This design comes from an exercise in tuning for small area, a short achievable clock period and few clock cycles per item on the open sky130 flow, not from production work.
RTL that was checked went through simulation tests only; none was proved equivalent to the original.

Setup of v6:
// lda_top
module lda_top (
  input  logic                         clk,
  input  logic                         arst_n,
  input  logic                         wb_cyc,
  input  logic                         wb_stb,
  input  logic                         wb_we,
  input  logic [lda_pkg::WB_ADR_W-1:0] wb_adr,
  input  logic [31:0]                  wb_dat_w,
  input  logic [3:0]                   wb_sel,     
  output logic [31:0]                  wb_dat_r,
  output logic                         wb_ack
);
  logic        st_v;
  logic [4:0]  st_x;
  logic [31:0] st_row;
  logic        start;
  logic        go;
  logic        clr_acc;
  logic        calc_done;
  logic        stall_xx, stall_xy, stall_yy;
  logic [lda_pkg::COUNT_W-1:0]     nb, nb_r;
  logic signed [lda_pkg::UV_W-1:0] u, v, u_r, v_r;
  logic [lda_pkg::SQ_W-1:0]        pxx_r, pyy_r;
  logic signed [lda_pkg::XY_W-1:0] pxy_r;
  lda_wb_regs lda_wb_regs_inst (
    .clk       (clk),
    .arst_n    (arst_n),
    .wb_cyc    (wb_cyc),
    .wb_stb    (wb_stb),
    .wb_we     (wb_we),
    .wb_adr    (wb_adr),
    .wb_dat_w  (wb_dat_w),
    .wb_dat_r  (wb_dat_r),
    .wb_ack    (wb_ack),
    .st_v      (st_v),
    .st_x      (st_x),
    .st_row    (st_row),
    .start     (start),
    .go        (go),
    .calc_done (calc_done),
    .stall_xx  (stall_xx),
    .stall_xy  (stall_xy),
    .stall_yy  (stall_yy),
    .nb_r      (nb_r),
    .u_r       (u_r),
    .v_r       (v_r),
    .pxx_r     (pxx_r),
    .pxy_r     (pxy_r),
    .pyy_r     (pyy_r)
  );
  class_accum class_accum_inst (
    .clk     (clk),
    .arst_n  (arst_n),
    .row_v   (st_v),
    .row_x   (st_x),
    .row     (st_row),
    .clr_acc (clr_acc),
    .nb      (nb),
    .u       (u),
    .v       (v)
  );
  scatter_calc scatter_calc_inst (
    .clk       (clk),
    .arst_n    (arst_n),
    .start     (start),
    .go        (go),
    .clr_acc   (clr_acc),
    .nb        (nb),
    .u         (u),
    .v         (v),
  ...
Size in the first run: roughly 1400 flip-flops, roughly 80 I/O pins, ~45000 um^2 of cells after synthesis.
clock: 6.5 ns
lec_check: 0
cap_margin: 20
core_margin: 2
core_utilization: 65
cts_cluster_diameter: 50
cts_cluster_size: 30
setup_slack_margin: 3.0
slew_margin: 20
run.sh (not shown) runs the stock make flow with config.mk's settings and CLKGATE_MAP_FILE= SYNTH_SCRIPT=/design/flow/synth_recipe.tcl, a recipe that flattens the netlist after the stock synthesis.
Testbench counts of v6, summed over its fixed seeds: cycles 3,840, items 80.
#### Input delta (v7 over v6)
- ABC_AREA now 1, previously not set
- SETUP_SLACK_MARGIN now 2.5, was 3.0
Findings:
- Summary of v7 over v6: post-detailed-placement cell area shows no meaningful change; fraction of final layout cells sized beyond drive strength 1 saw a decrease; clock input transition at the sequential cells of the worst setup and hold paths essentially unchanged; chip width increased about 0.3%; final area down 3.4%.


before:
Another version of the RTL of lda_top (not shown whole).
Size: roughly 3600 cells after synthesis, ~1400 flip-flops, ~46000 µm² of cells after synthesis.
Settings: LEC_CHECK=0, CAP_MARGIN=20, CORE_MARGIN=2, CORE_UTILIZATION=50, CTS_BUF_LIST=sky130_fd_sc_hd__clkbuf_8, SETUP_SLACK_MARGIN=1.5, SLEW_MARGIN=20; clock period 6.5 ns.
Input-level comparison between after and before:
# before
export LEC_CHECK = 0
export CAP_MARGIN = 20
export CORE_MARGIN = 2
export CORE_UTILIZATION = 50
export CTS_BUF_LIST = sky130_fd_sc_hd__clkbuf_8
export SETUP_SLACK_MARGIN = 1.5
export SLEW_MARGIN = 20
create_clock -name core_clock -period 6.5 [get_ports {clk}]
# after
export LEC_CHECK = 0
export CAP_MARGIN = 20
export CORE_MARGIN = 2
export CORE_UTILIZATION = 50
export CTS_CLUSTER_DIAMETER = 60
export CTS_CLUSTER_SIZE = 40
export SETUP_SLACK_MARGIN = 3.5
export SLEW_MARGIN = 20
create_clock -name core_clock -period 6.5 [get_ports {clk}]
## What came out
after finished end to end and its layout was clean on timing, DRC and antenna. Diff before -> after | maximum frequency | up by more than 10%. Comparing before and after, final worst slack is higher on after. The die area was comparable across before and after. after vs before: final period utilization down in after.
No run of this note included a check of the RTL's function; only the layout flow was run.


## main
lda_top, a different RTL version from the one above (not shown whole).
For scale: about 4200 cells after synthesis, ~80 I/O pins, ~45000 um^2 of cells after synthesis.
// lda_top
module lda_top (
  input  logic                         clk,
  input  logic                         arst_n,
  input  logic                         wb_cyc,
  input  logic                         wb_stb,
  input  logic                         wb_we,
  input  logic [lda_pkg::WB_ADR_W-1:0] wb_adr,
  input  logic [31:0]                  wb_dat_w,
  input  logic [3:0]                   wb_sel,     
  output logic [31:0]                  wb_dat_r,
  output logic                         wb_ack
);
==> flow/config.mk <==
export PLATFORM = sky130hd
export DESIGN_NAME = lda_top
export DESIGN_NICKNAME = lda_top
export VERILOG_FILES = /design/flow/design.v
export SDC_FILE = /design/flow/constraint.sdc
export NUM_CORES = 4
export LEC_CHECK = 0
export ABC_AREA = 1
export CAP_MARGIN = 20
export CORE_MARGIN = 2
export CORE_UTILIZATION = 65
export CTS_CLUSTER_DIAMETER = 50
export CTS_CLUSTER_SIZE = 30
export SETUP_SLACK_MARGIN = 2.0
export SLEW_MARGIN = 20
==> flow/constraint.sdc <==
create_clock -name core_clock -period 6.5 [get_ports {clk}]
set_input_delay 1.3000 -clock core_clock [delete_from_list [all_inputs] [get_ports {clk}]]
set_output_delay 1.3000 -clock core_clock [all_outputs]
set_load 0.01 [all_outputs]
main | stages: all done | timing, DRC, antenna: all pass
Testbench counts of main, summed over its fixed seeds: cycles 3,840, items 80.
#### Input delta (the feature branch over main)
--- a/flow/config.mk
+++ b/flow/config.mk
@@ -12,4 +12,4 @@
 export CTS_CLUSTER_DIAMETER = 50
 export CTS_CLUSTER_SIZE = 30
-export SETUP_SLACK_MARGIN = 2.0
+export SETUP_SLACK_MARGIN = 3.0
 export SLEW_MARGIN = 20
[summary]
[compare] base=main new=the feature branch: buffering stage count on the worst path with inverters included went up 1, final core area utilization went up 4.8 points.
Of main and the feature branch, main shows the lower met2 demand-to-capacity share in global routing, with the feature branch above it.
On post-layout net count: between main and the feature branch, it ends up higher for the feature branch.
Compared with main, in the feature branch via count climbed 4.7%; layout buffering overhead excluding clock cells rose by 2.0 points.
The feature branch: fraction of area in multi-input gates 2.3 points above main
Total placed cells including tap cells: main vs the feature branch, no meaningful difference

## what the ideal ports hide
In the flow no input, the clock included, has a driving cell. The finished layouts below were timed again as built, in two steps. Step 1, drivers: a clkbuf_16 drives clk and a buf_2 each remaining input, both assumed. Step 2 adds t to the input delays and takes it off the output delays; t is the mean of the earliest and latest rising clock arrival at the registers after step 1. Input paths then give back, and output paths get back, about the clock's delay inside the block. a / b / c = ideal ports / drivers / drivers and shift; a / b = the first two.
run | t (ns) | setup WS [ns] | pins driven straight from the clock port
v6 | 0.748 | 2.224 / 2.129 / 2.129 | 1
v7 | 0.749 | 2.438 / 2.366 / 2.136 | 1
before | 0.913 | 1.499 / 1.472 / 1.472 | 1
after | 0.756 | 2.191 / 2.099 / 2.099 | 1
main | 0.736 | 1.979 / 1.919 / 1.919 | 1
the feature branch | 0.742 | 2.445 / 2.363 / 2.128 | 1
After both steps setup and hold are still met in every run listed. The setup slack of the feature branch, which loses most, moves by -0.082 ns with the drivers and by -0.317 ns with both steps.
